Background: an optimization exercise with open tools, aiming at small area, a short achievable clock period and few clock cycles per item. Do not read the settings as production practice.
Function not checked in this run: the RTL went through the layout flow alone.
No activity file was given, so power comes from the tool's default toggle rates.

<file path="flow/config.mk">
export PLATFORM = sky130hd
export DESIGN_NAME = tone_pattern_sequencer_top
export DESIGN_NICKNAME = tone_pattern_sequencer_top
export VERILOG_FILES = /design/flow/design.v
export SDC_FILE = /design/flow/constraint.sdc
export NUM_CORES = 4
export LEC_CHECK = 0
export CAP_MARGIN = 20
export CORE_MARGIN = 2
export CORE_UTILIZATION = 40
export SLEW_MARGIN = 20
</file>
<file path="flow/constraint.sdc">
create_clock -name core_clock -period 5.5 [get_ports {clk_i}]
set_input_delay 1.1000 -clock core_clock [delete_from_list [all_inputs] [get_ports {clk_i}]]
set_output_delay 1.1000 -clock core_clock [all_outputs]
set_load 0.01 [all_outputs]
</file>
<file path="flow/design.v">
`default_nettype none
package tps_pkg;
  localparam int DUTY_BITS  = 10;
  localparam int TIME_BITS  = 32;
  localparam int FREQ_BITS  = 16;
  localparam int CFG_DUTY_W = 10;
  localparam int CFG_DATA_W = 16;
  localparam int DUTY_MAX   = (1 << DUTY_BITS) - 1;
  typedef logic [TIME_BITS-1:0] time_t;
  typedef logic [DUTY_BITS-1:0] duty_t;
  typedef logic [FREQ_BITS-1:0] freq_t;
  typedef logic [2:0]           pat_t;
  typedef logic [2:0]           pos_t;
  localparam pat_t PAT_NONE    = 3'd0;
  localparam pat_t PAT_WARNING = 3'd6;
  localparam pat_t PAT_ERROR   = 3'd7;
  typedef enum logic [2:0] {
    OP_TICK   = 3'd0,
    OP_START  = 3'd1,
    OP_CUSTOM = 3'd2,
    OP_STOP   = 3'd3,
    OP_ENABLE = 3'd4
  } op_e;
  typedef enum logic [1:0] {
    CFG_NORMAL_DUTY = 2'd0,
    CFG_STRONG_DUTY = 2'd1,
    CFG_WARN_REPEAT = 2'd2,
    CFG_ERR_REPEAT  = 2'd3
  } cfg_idx_e;
  typedef enum logic [1:0] {
    LVL_OFF    = 2'd0,
    LVL_NORMAL = 2'd1,
    LVL_STRONG = 2'd2
  } lvl_e;
  typedef struct packed {
    logic [CFG_DUTY_W-1:0] normal_duty;
    logic [CFG_DUTY_W-1:0] strong_duty;
    logic [15:0]           warning_repeat_ms;
    logic [15:0]           error_repeat_ms;
  } cfg_t;
  typedef struct packed {
    logic [2:0]  operation;
    time_t       now_ms;
    logic [3:0]  pattern_id;
    logic [15:0] custom_freq_hz;
    logic [15:0] custom_duty;
    logic [15:0] custom_length_ms;
    logic        enable_value;
  } in_item_t;
  typedef struct packed {
    logic  tone_on;
    freq_t tone_freq_hz;
    duty_t tone_duty;
    logic  busy;
  } res_t;
  typedef struct packed {
    freq_t      freq;
    logic [7:0] dur;
    lvl_e       level;
  } step_t;
endpackage
`default_nettype wire
`default_nettype none
import tps_pkg::*;
module tps_cfg_regs (
  input  wire logic                  clk_i,
  input  wire logic                  rst_ni,
  input  wire logic                  cfg_valid_i,
  output logic                       cfg_ready_o,
  input  wire logic [1:0]            cfg_index_i,
  input  wire logic [CFG_DATA_W-1:0] cfg_data_i,
  output tps_pkg::cfg_t                       cfg_o
);
  tps_pkg::cfg_t cfg_q, cfg_d;
  assign cfg_ready_o = 1'b1;
  always_comb begin
    cfg_d = cfg_q;
    if (cfg_valid_i) begin
      unique case (cfg_index_i)
        CFG_NORMAL_DUTY: cfg_d.normal_duty       = cfg_data_i[CFG_DUTY_W-1:0];
        CFG_STRONG_DUTY: cfg_d.strong_duty       = cfg_data_i[CFG_DUTY_W-1:0];
        CFG_WARN_REPEAT: cfg_d.warning_repeat_ms = cfg_data_i[15:0];
        CFG_ERR_REPEAT:  cfg_d.error_repeat_ms   = cfg_data_i[15:0];
        default:         cfg_d = cfg_q;
      endcase
    end
  end
  always_ff @(posedge clk_i or negedge rst_ni) begin
    if (!rst_ni) begin
      cfg_q.normal_duty       <= CFG_DUTY_W'(512);
      cfg_q.strong_duty       <= CFG_DUTY_W'(1023);
      cfg_q.warning_repeat_ms <= 16'd2000;
      cfg_q.error_repeat_ms   <= 16'd1000;
    end else begin
      cfg_q <= cfg_d;
    end
  end
  assign cfg_o = cfg_q;
endmodule
`default_nettype wire
`default_nettype none
import tps_pkg::*;
module tps_core (
  input  wire logic     clk_i,
  input  wire logic     rst_ni,
  input  wire logic     fire_i,
  input  wire tps_pkg::in_item_t item_i,
  input  wire tps_pkg::cfg_t     cfg_i,
  output tps_pkg::res_t          res_o
);
  function automatic tps_pkg::step_t step_lookup(tps_pkg::pat_t pat, tps_pkg::pos_t pos);
    tps_pkg::step_t s;
    case ({pat, pos})
      {3'd1, 3'd0}: s = {16'd880,  8'd90,  tps_pkg::LVL_NORMAL};
      {3'd1, 3'd1}: s = {16'd0,    8'd30,  tps_pkg::LVL_OFF};
      {3'd1, 3'd2}: s = {16'd1175, 8'd90,  tps_pkg::LVL_NORMAL};
      {3'd1, 3'd3}: s = {16'd0,    8'd30,  tps_pkg::LVL_OFF};
      {3'd1, 3'd4}: s = {16'd1568, 8'd120, tps_pkg::LVL_NORMAL};
      {3'd2, 3'd0}: s = {16'd1568, 8'd90,  tps_pkg::LVL_NORMAL};
      {3'd2, 3'd1}: s = {16'd0,    8'd30,  tps_pkg::LVL_OFF};
      {3'd2, 3'd2}: s = {16'd1175, 8'd90,  tps_pkg::LVL_NORMAL};
      {3'd2, 3'd3}: s = {16'd0,    8'd30,  tps_pkg::LVL_OFF};
      {3'd2, 3'd4}: s = {16'd880,  8'd120, tps_pkg::LVL_NORMAL};
      {3'd3, 3'd0}: s = {16'd1568, 8'd60,  tps_pkg::LVL_NORMAL};
      {3'd3, 3'd1}: s = {16'd0,    8'd40,  tps_pkg::LVL_OFF};
      {3'd3, 3'd2}: s = {16'd2093, 8'd80,  tps_pkg::LVL_NORMAL};
      {3'd4, 3'd0}: s = {16'd1175, 8'd60,  tps_pkg::LVL_NORMAL};
      {3'd5, 3'd0}: s = {16'd3000, 8'd25,  tps_pkg::LVL_STRONG};
      {3'd6, 3'd0}: s = {16'd1175, 8'd60,  tps_pkg::LVL_NORMAL};
      {3'd7, 3'd0}: s = {16'd880,  8'd70,  tps_pkg::LVL_STRONG};
      {3'd7, 3'd1}: s = {16'd0,    8'd100, tps_pkg::LVL_OFF};
      {3'd7, 3'd2}: s = {16'd880,  8'd70,  tps_pkg::LVL_STRONG};
      default:      s = {16'd0,    8'd0,   tps_pkg::LVL_OFF};
    endcase
    step_lookup = s;
  endfunction
  function automatic tps_pkg::pos_t step_count(tps_pkg::pat_t pat);
    tps_pkg::pos_t c;
    case (pat)
      3'd1, 3'd2:       c = 3'd5;
      3'd3, 3'd7:       c = 3'd3;
      3'd4, 3'd5, 3'd6: c = 3'd1;
      default:          c = 3'd0;
    endcase
    step_count = c;
  endfunction
  function automatic logic [15:0] repeat_of(tps_pkg::pat_t pat, tps_pkg::cfg_t cfg);
    logic [15:0] r;
    r = '0;
    if (pat == tps_pkg::PAT_WARNING) r = cfg.warning_repeat_ms;
    if (pat == tps_pkg::PAT_ERROR)   r = cfg.error_repeat_ms;
    repeat_of = r;
  endfunction
  function automatic tps_pkg::duty_t sat_duty(logic [15:0] v);
    logic [16:0] w;
    w = {1'b0, v};
    if (w > 17'(tps_pkg::DUTY_MAX)) w = 17'(tps_pkg::DUTY_MAX);
    sat_duty = tps_pkg::duty_t'(w);
  endfunction
  function automatic tps_pkg::duty_t level_duty(tps_pkg::lvl_e lvl, tps_pkg::cfg_t cfg);
    tps_pkg::duty_t d;
    case (lvl)
      tps_pkg::LVL_NORMAL: d = sat_duty(16'(cfg.normal_duty));
      tps_pkg::LVL_STRONG: d = sat_duty(16'(cfg.strong_duty));
      default:    d = '0;
    endcase
    level_duty = d;
  endfunction
  logic  en_q, en_d;
  tps_pkg::pat_t  pat_q, pat_d;
  tps_pkg::pos_t  pos_q, pos_d;
  tps_pkg::time_t step_end_q, step_end_d;
  tps_pkg::time_t start_q, start_d;
  tps_pkg::time_t next_cyc_q, next_cyc_d;
  logic  cust_q, cust_d;
  tps_pkg::time_t cust_end_q, cust_end_d;
  tps_pkg::freq_t freq_q, freq_d;
  tps_pkg::duty_t duty_q, duty_d;
  tps_pkg::pos_t        cnt, pos_inc, cnt_d;
  logic [15:0] rep, rep_d;
  logic        do_begin;
  tps_pkg::pat_t        bpat;
  tps_pkg::pos_t        bpos;
  tps_pkg::step_t       stp;
  tps_pkg::duty_t       stp_duty;
  tps_pkg::time_t       now;
  assign now = item_i.now_ms;
  always_comb begin
    en_d       = en_q;
    pat_d      = pat_q;
    pos_d      = pos_q;
    step_end_d = step_end_q;
    start_d    = start_q;
    next_cyc_d = next_cyc_q;
    cust_d     = cust_q;
    cust_end_d = cust_end_q;
    freq_d     = freq_q;
    duty_d     = duty_q;
    do_begin   = 1'b0;
    bpat       = pat_q;
    bpos       = '0;
    cnt        = step_count(pat_q);
    rep        = repeat_of(pat_q, cfg_i);
    pos_inc    = pos_q + 3'd1;
    if (fire_i) begin
      case (item_i.operation)
        OP_TICK: begin
          if (!en_q) begin
            freq_d = '0;
            duty_d = '0;
          end else if (cust_q) begin
            if (now >= cust_end_q) begin
              cust_d = 1'b0;
              freq_d = '0;
              duty_d = '0;
            end
          end else if (pat_q != PAT_NONE) begin
            if (pos_q >= cnt) begin
              if (rep == '0) begin
                pat_d  = PAT_NONE;
                freq_d = '0;
                duty_d = '0;
              end else if (now >= next_cyc_q) begin
                start_d  = now;
                pos_d    = '0;
                do_begin = 1'b1;
              end
            end else if (now >= step_end_q) begin
              pos_d = pos_inc;
              if (pos_inc < cnt) begin
                do_begin = 1'b1;
                bpos     = pos_inc;
              end else begin
                freq_d = '0;
                duty_d = '0;
                if (rep == '0) begin
                  pat_d = PAT_NONE;
                end else begin
                  next_cyc_d = start_q + TIME_BITS'(rep);
                end
              end
            end
          end
        end
        OP_START: begin
          if (en_q) begin
            cust_d     = 1'b0;
            pat_d      = item_i.pattern_id[3] ? PAT_NONE : item_i.pattern_id[2:0];
            pos_d      = '0;
            start_d    = now;
            next_cyc_d = '0;
            bpat       = pat_d;
            if (pat_d == PAT_NONE) begin
              freq_d = '0;
              duty_d = '0;
            end else begin
              do_begin = 1'b1;
            end
          end
        end
        OP_CUSTOM: begin
          if (en_q) begin
            if (item_i.custom_freq_hz == '0 || item_i.custom_duty == '0 ||
                item_i.custom_length_ms == '0) begin
              pat_d  = PAT_NONE;
              cust_d = 1'b0;
              freq_d = '0;
              duty_d = '0;
            end else begin
              pat_d      = PAT_NONE;
              cust_d     = 1'b1;
              cust_end_d = now + TIME_BITS'(item_i.custom_length_ms);
              freq_d     = item_i.custom_freq_hz;
              duty_d     = sat_duty(item_i.custom_duty);
            end
          end
        end
        OP_STOP: begin
          pat_d  = PAT_NONE;
          cust_d = 1'b0;
          freq_d = '0;
          duty_d = '0;
        end
        OP_ENABLE: begin
          en_d = item_i.enable_value;
          if (!item_i.enable_value) begin
            pat_d  = PAT_NONE;
            cust_d = 1'b0;
            freq_d = '0;
            duty_d = '0;
          end
        end
        default: ;
      endcase
    end
    stp      = step_lookup(bpat, bpos);
    stp_duty = level_duty(stp.level, cfg_i);
    if (do_begin) begin
      step_end_d = now + TIME_BITS'(stp.dur);
      if (stp.freq == '0 || stp.dur == '0 || stp_duty == '0) begin
        freq_d = '0;
        duty_d = '0;
      end else begin
        freq_d = stp.freq;
        duty_d = stp_duty;
      end
    end
  end
  always_comb begin
    cnt_d = step_count(pat_d);
    rep_d = repeat_of(pat_d, cfg_i);
    res_o.tone_on      = (duty_d != '0);
    res_o.tone_freq_hz = (duty_d != '0) ? freq_d : '0;
    res_o.tone_duty    = duty_d;
    res_o.busy         = en_d && (cust_d ||
                         (pat_d != PAT_NONE && (pos_d < cnt_d || rep_d != '0)));
  end
  always_ff @(posedge clk_i or negedge rst_ni) begin
    if (!rst_ni) begin
      en_q       <= 1'b1;
      pat_q      <= PAT_NONE;
      pos_q      <= '0;
      step_end_q <= '0;
      start_q    <= '0;
      next_cyc_q <= '0;
      cust_q     <= 1'b0;
      cust_end_q <= '0;
      freq_q     <= '0;
      duty_q     <= '0;
    end else begin
      en_q       <= en_d;
      pat_q      <= pat_d;
      pos_q      <= pos_d;
      step_end_q <= step_end_d;
      start_q    <= start_d;
      next_cyc_q <= next_cyc_d;
      cust_q     <= cust_d;
      cust_end_q <= cust_end_d;
      freq_q     <= freq_d;
      duty_q     <= duty_d;
    end
  end
endmodule
`default_nettype wire
`default_nettype none
import tps_pkg::*;
module tone_pattern_sequencer_top (
  input  wire logic                  clk_i,
  input  wire logic                  rst_ni,
  input  wire logic                  in_valid_i,
  output logic                       in_stall_o,
  input  wire logic [2:0]            operation_i,
  input  wire logic [TIME_BITS-1:0]  now_ms_i,
  input  wire logic [3:0]            pattern_id_i,
  input  wire logic [15:0]           custom_freq_hz_i,
  input  wire logic [15:0]           custom_duty_i,
  input  wire logic [15:0]           custom_length_ms_i,
  input  wire logic                  enable_value_i,
  output logic                       out_valid_o,
  input  wire logic                  out_stall_i,
  output logic                       tone_on_o,
  output logic [FREQ_BITS-1:0]       tone_freq_hz_o,
  output logic [DUTY_BITS-1:0]       tone_duty_o,
  output logic                       busy_res_o,
  input  wire logic                  cfg_valid_i,
  output logic                       cfg_ready_o,
  input  wire logic [1:0]            cfg_index_i,
  input  wire logic [CFG_DATA_W-1:0] cfg_data_i
);
  logic     in_vld_q, in_vld_d;
  tps_pkg::in_item_t item_q;
  logic     out_vld_q, out_vld_d;
  tps_pkg::res_t     res_q;
  tps_pkg::res_t     res_next;
  tps_pkg::cfg_t     cfg;
  logic     advance;
  logic     fire;
  logic     take;
  assign advance    = !out_vld_q || !out_stall_i;
  assign fire       = in_vld_q && advance;
  assign in_stall_o = in_vld_q && !advance;
  assign take       = in_valid_i && !in_stall_o;
  assign in_vld_d  = in_stall_o ? in_vld_q : in_valid_i;
  assign out_vld_d = advance ? fire : out_vld_q;
  tps_cfg_regs u_cfg (
    .clk_i       (clk_i),
    .rst_ni      (rst_ni),
    .cfg_valid_i (cfg_valid_i),
    .cfg_ready_o (cfg_ready_o),
    .cfg_index_i (cfg_index_i),
    .cfg_data_i  (cfg_data_i),
    .cfg_o       (cfg)
  );
  tps_core u_core (
    .clk_i  (clk_i),
    .rst_ni (rst_ni),
    .fire_i (fire),
    .item_i (item_q),
    .cfg_i  (cfg),
    .res_o  (res_next)
  );
  always_ff @(posedge clk_i or negedge rst_ni) begin
    if (!rst_ni) begin
      in_vld_q  <= 1'b0;
      out_vld_q <= 1'b0;
    end else begin
      in_vld_q  <= in_vld_d;
      out_vld_q <= out_vld_d;
    end
  end
  always_ff @(posedge clk_i) begin
    if (take) begin
      item_q.operation        <= operation_i;
      item_q.now_ms           <= now_ms_i;
      item_q.pattern_id       <= pattern_id_i;
      item_q.custom_freq_hz   <= custom_freq_hz_i;
      item_q.custom_duty      <= custom_duty_i;
      item_q.custom_length_ms <= custom_length_ms_i;
      item_q.enable_value     <= enable_value_i;
    end
    if (fire) begin
      res_q <= res_next;
    end
  end
  assign out_valid_o    = out_vld_q;
  assign tone_on_o      = res_q.tone_on;
  assign tone_freq_hz_o = res_q.tone_freq_hz;
  assign tone_duty_o    = res_q.tone_duty;
  assign busy_res_o     = res_q.busy;
endmodule
`default_nettype wire
</file>
<file path="flow/run.sh">
#!/bin/bash
# synth_recipe.tcl (not shown) runs the flow's synth.tcl, then flattens the netlist and writes it again
# the make line also repeats each setting of config.mk as NAME=value (left out here)
make -C /OpenROAD-flow-scripts/flow DESIGN_CONFIG=/design/flow/config.mk WORK_HOME=/design/flow/orfs CLKGATE_MAP_FILE= SYNTH_SCRIPT=/design/flow/synth_recipe.tcl finish
</file>
==> summary.txt <==
worst paths after layout:
path	depth (start not counted)	slack [ns]	from	end
setup / recovery	20	0.42	out_stall_i	res_q[17]
hold / removal	1	0.44	rst_ni	u_core.start_q[24]
setup reg to reg	20	0.43	u_core.pos_q[1]	res_q[17]
hold reg to reg	2	0.48	u_core.next_cyc_q[10]	u_core.next_cyc_q[10]
max in group asynchronous	3	3.76	rst_ni	u_cfg.cfg_q[39]
min in group core_clock	2	0.48	u_core.next_cyc_q[10]	u_core.next_cyc_q[10]
flip-flops by register name (all words and copies together) (netlist names):
register and cells:
in_vld_q 1, item_q 88, out_vld_q 1, res_q 28, u_cfg.cfg_q 52, u_core.cust_end_q 32
u_core.cust_q 1, u_core.duty_q 10, u_core.en_q 1, u_core.freq_q 16, u_core.next_cyc_q 32, u_core.pat_q 3
u_core.pos_q 3, u_core.start_q 32, u_core.step_end_q 32
layout make-up:
type / instances / area, µm²
Sequential cell: 332 / 8920
Inverter: 142 / 534
Clock inverter: 19 / 239
Fill cell: 4307 / 23700
Clock buffer: 53 / 1110
Multi-Input combinational cell: 1304 / 9310
Timing Repair Buffer: 240 / 2200
Tap cell: 607 / 759
worst max-delay path: cells and delay by family:
| kind | cells | cell delay [ns] |
|---|---|---|
| fa+ha+maj | 1 | 0.32 |
| buf+inv | 4 | 0.74 |
| compound gates | 10 | 2.05 |
| simple gates | 5 | 1.18 |
power groups by stage:
stage	Clock, µW	Sequential, µW	Combinational, µW
2_1_floorplan	0	3330	1320
3_3_place_gp	0	3400	1870
3_5_place_dp	0	3420	1930
4_1_cts	2780	3380	1940
5_1_grt	2870	3430	2190
6_report	2710	3380	1930
kinds of logic after synthesis:
| group | synth area share |
|---|---|
| and+or+nand+nor | 0.131 |
| adders and majority gates | 0.0990 |
| AOI/OAI and AO/OA | 0.159 |
| muxes | 0.0574 |
| other | 0.000197 |
| xor gates and xnor gates | 0.0409 |
| DFF | 0.468 |
| buffers and inverters | 0.0443 |
cells in the final DEF (no fill, tap or decap), drive strengths merged, types with 100 or more instances in the layout:
cell type	n
buf	100
clkdlybuf4s50	139
edfxtp	116
inv	145
nor2	106
ha	146
o21ai	135
dfrtp	192
nand2	187
a21oi	107
what timing repair did:
| action | 4_1_cts | 5_1_grt |
|---|---|---|
| setup buffers | 0 | 3 |
| setup endpoints to repair | 0 | 45 |
| endpoints found under the hold margin | 0 | 0 |
| gates resized for setup | 0 | 2 |
routing by layer:
layer | share of wire | up-vias | GRT usage
met2 | 0.48 | 390 | 0.353
met4 | 0.037 | 0 | 0.0817
met5 | 0 | - | 0
met1 | 0.43 | 7145 | 0.265
met3 | 0.052 | 95 | 0.0374
li1 | - | 7095 | -
per-stage QoR:
stage | power [µW] | TNS, ns
2_1_floorplan | 4650 | 0
3_3_place_gp | 5270 | 0
3_5_place_dp | 5350 | -2.05
4_1_cts | 8090 | 0
5_1_grt | 8490 | 0
6_report | 8020 | 0
==> parameters.txt <==
Parameter                              Value

Floorplanning
  Number of top-level design ports ... 142
  Die height ... 222 µm
  Starting density of the core ... 0.408
  Die Outline Area ... 49,400 µm²
  Number of placement rows ... 79
  Core footprint ... 46,800 µm²
  Horiz. Die Dim ... 222 µm

Power
  Clock power frac ... 0.338
  Maximum resistive drop on vdd ... 0.234 mV
  Switching power total ... 2430 µW
  Power density over the cells ... 347 nW/µm²
  Fraction of power consumed by combinational cells ... 0.241
  Total internal power ... 5580 µW
  Switching share of power ... 0.304
  Register share of total power ... 0.421
  Static leakage ... 0.00969 µW

Yosys
  Post-synthesis cell area ... 19,100 µm²
  Ranking of synthesized cells by area ... sky130_fd_sc_hd__dfrtp_1, sky130_fd_sc_hd__edfxtp_1, sky130_fd_sc_hd__ha_1
  Synth Instances ... 1,846
  Dominant cell type by area after synthesis ... sky130_fd_sc_hd__dfrtp_1
  Synth top cells by count ... sky130_fd_sc_hd__dfrtp_1, sky130_fd_sc_hd__nand2_1, sky130_fd_sc_hd__ha_1, sky130_fd_sc_hd__inv_1, sky130_fd_sc_hd__o21ai_0
  Top flip-flop cell by instance count after synthesis ... sky130_fd_sc_hd__dfrtp_1
  Post-synthesis sequential area ratio ... 0.468
  Share of flip-flops with an asynchronous set or reset after synthesis ... 0.651
  Syn_area_per_cell ... 10.3 µm²
  Share of Yosys cell area claimed by the top area cell type ... 0.252
  Most instantiated library cell after synthesis ... sky130_fd_sc_hd__dfrtp_1
  Number of unique standard cell types used by synthesis ... 94
  Number of synthesized register bits ... 332
  Number of warnings issued by yosys ... 3
  Nets in the synthesized netlist ... 2,106
  Number of enable-type register cells in the synthesized netlist ... 116

Worst setup path
  Startpoint-to-endpoint class of the critical path ... primary input to register
  Series of cell instances along the critical path ... clkdlybuf4s50_1 > a21bo_2 > clkinv_2 > nand4_1 > a2111oi_0 > a211oi_1 > nor2_1 > o21ai_0 > nand2_1 > a22o_1 > inv_1 > ha_1 > a22oi_1 > nor2_1 > or4_1 > o22ai_1 > buf_4 > a21o_1 > a2bb2oi_1 > a31oi_1
  Worst EP required ... 5.81 ns
  CP dominant cell by count ... sky130_fd_sc_hd__nor2_1
  Worst stage delay on the critical path ... 0.53 ns
  Critical Path AT ... 5.39 ns
  Critical Path Fanout Max ... 10
  CP endpoint kind ... register
  Startpoint types ... primary input
  Max stage delay cell, worst path ... sky130_fd_sc_hd__or4_1

Layout
  Util after Layout ... 0.494
  Final cell area excluding filler cells ... 23,100 µm²
  Share of layout cells above drive strength 1 ... 0.158
  Antenna fix cells ... 0
  Final cell count without fillers ... 2,697
  Number of nets in the layout ... 2,320
  Synth-to-layout area growth ... 21.1%

Detailed routing
  Drt total wl ... 51,000 µm
  Remaining routing DRC violations ... 0
  Vias per Instance ... 5.46
  First drt pass iteration count ... 6
  Routed wire length per instance ... 18.9 µm
  Violation count after the first detailed-route iteration ... 936
  Via Count ... 14,700
  Number of nets with antenna violations after routing ... 0

Place
  GPL Wtd Cong ... 0.934
  Placed standard-cell area ... 21,700 µm²
  Placed instance count ... 2,621
  Placed wire-length estimate ... 37,900 µm
  I/O Buffers ... 140
  Post-Place Worst Slack ... -0.134 ns

Clocking
  Cts-stage hold buffer count ... 0
  Clock-pin slew on the worst setup and hold paths ... 0.06 ns
  TritonCTS Sinks ... 332
  CTS root buf ... sky130_fd_sc_hd__clkbuf_16
  Clock insertion delay at the later pin of the skew report ... 0.57 ns
  Maximum level of the CTS H-tree ... 2
  Number of buffers created by CTS ... 40
  TritonCTS clock tree ... yes
  Clock Tree Buf Depth ... 3

Job
  Number of violations of the max-capacitance limit ... 0

STA
  Worst-Margin Slew ... 0.933 ns
  Setup repair after global routing missed its margin ... false
  Count of pins over their slew limit ... 0
  Period utilisation layout ... 0.923
  Largest clock skew in the final design ... 0.0133 ns
  Post-route minimum period ... 5.08 ns
  Tightest slew margin relative to the limit ... 0.376
  Final worst-path setup slack ... 0.421 ns
  Maximum clock rate ... 197 MHz
  Fin Hold WS ... 0.442 ns
  Final hold vios ... 0
  Number of setup violations in the final report ... 0

Worst hold path
  Worst min-delay path category ... primary input to asynchronous set/reset pin

Global route
  Number of global-route vias before repair ... 15,000
  Initial antenna violation count ... 0
  Total gr overflow ... 0
  GRT Resource Usage Total ... 0.209
  Largest net degree at the start of global routing ... 118
  First-pass GRT wire length ... 81,700 µm

Run status
  Status ... no timing/DRC/antenna violations

## separate check: timing with driven ports
The results above use ideal ports. As a check the final layout listed here was re-extracted and re-timed, cells and wires unchanged.
Step 1: set_driving_cell puts a clkbuf_16 on clk_i and a buf_2 on each other input, an assumption about the parent block.
Step 2 moves the port delays by t, midway between the first and last clock arrival at a register: inputs arrive t later, outputs are due t later. That takes back most of the time a late clock gives input paths.
Slacks: ideal / step 1 / step 2; pairs: ideal / step 1.
t, ns: 0.615
setup WS [ns]: 0.421 / 0.427 / -0.162
worst setup path at the end: input to register
cell pins on the clock port's net: 1
Met with ideal ports but missed after step 2: setup timing in this run. For this run, drivers alone change the setup slack by +0.006 ns; drivers and shift together by -0.583 ns.
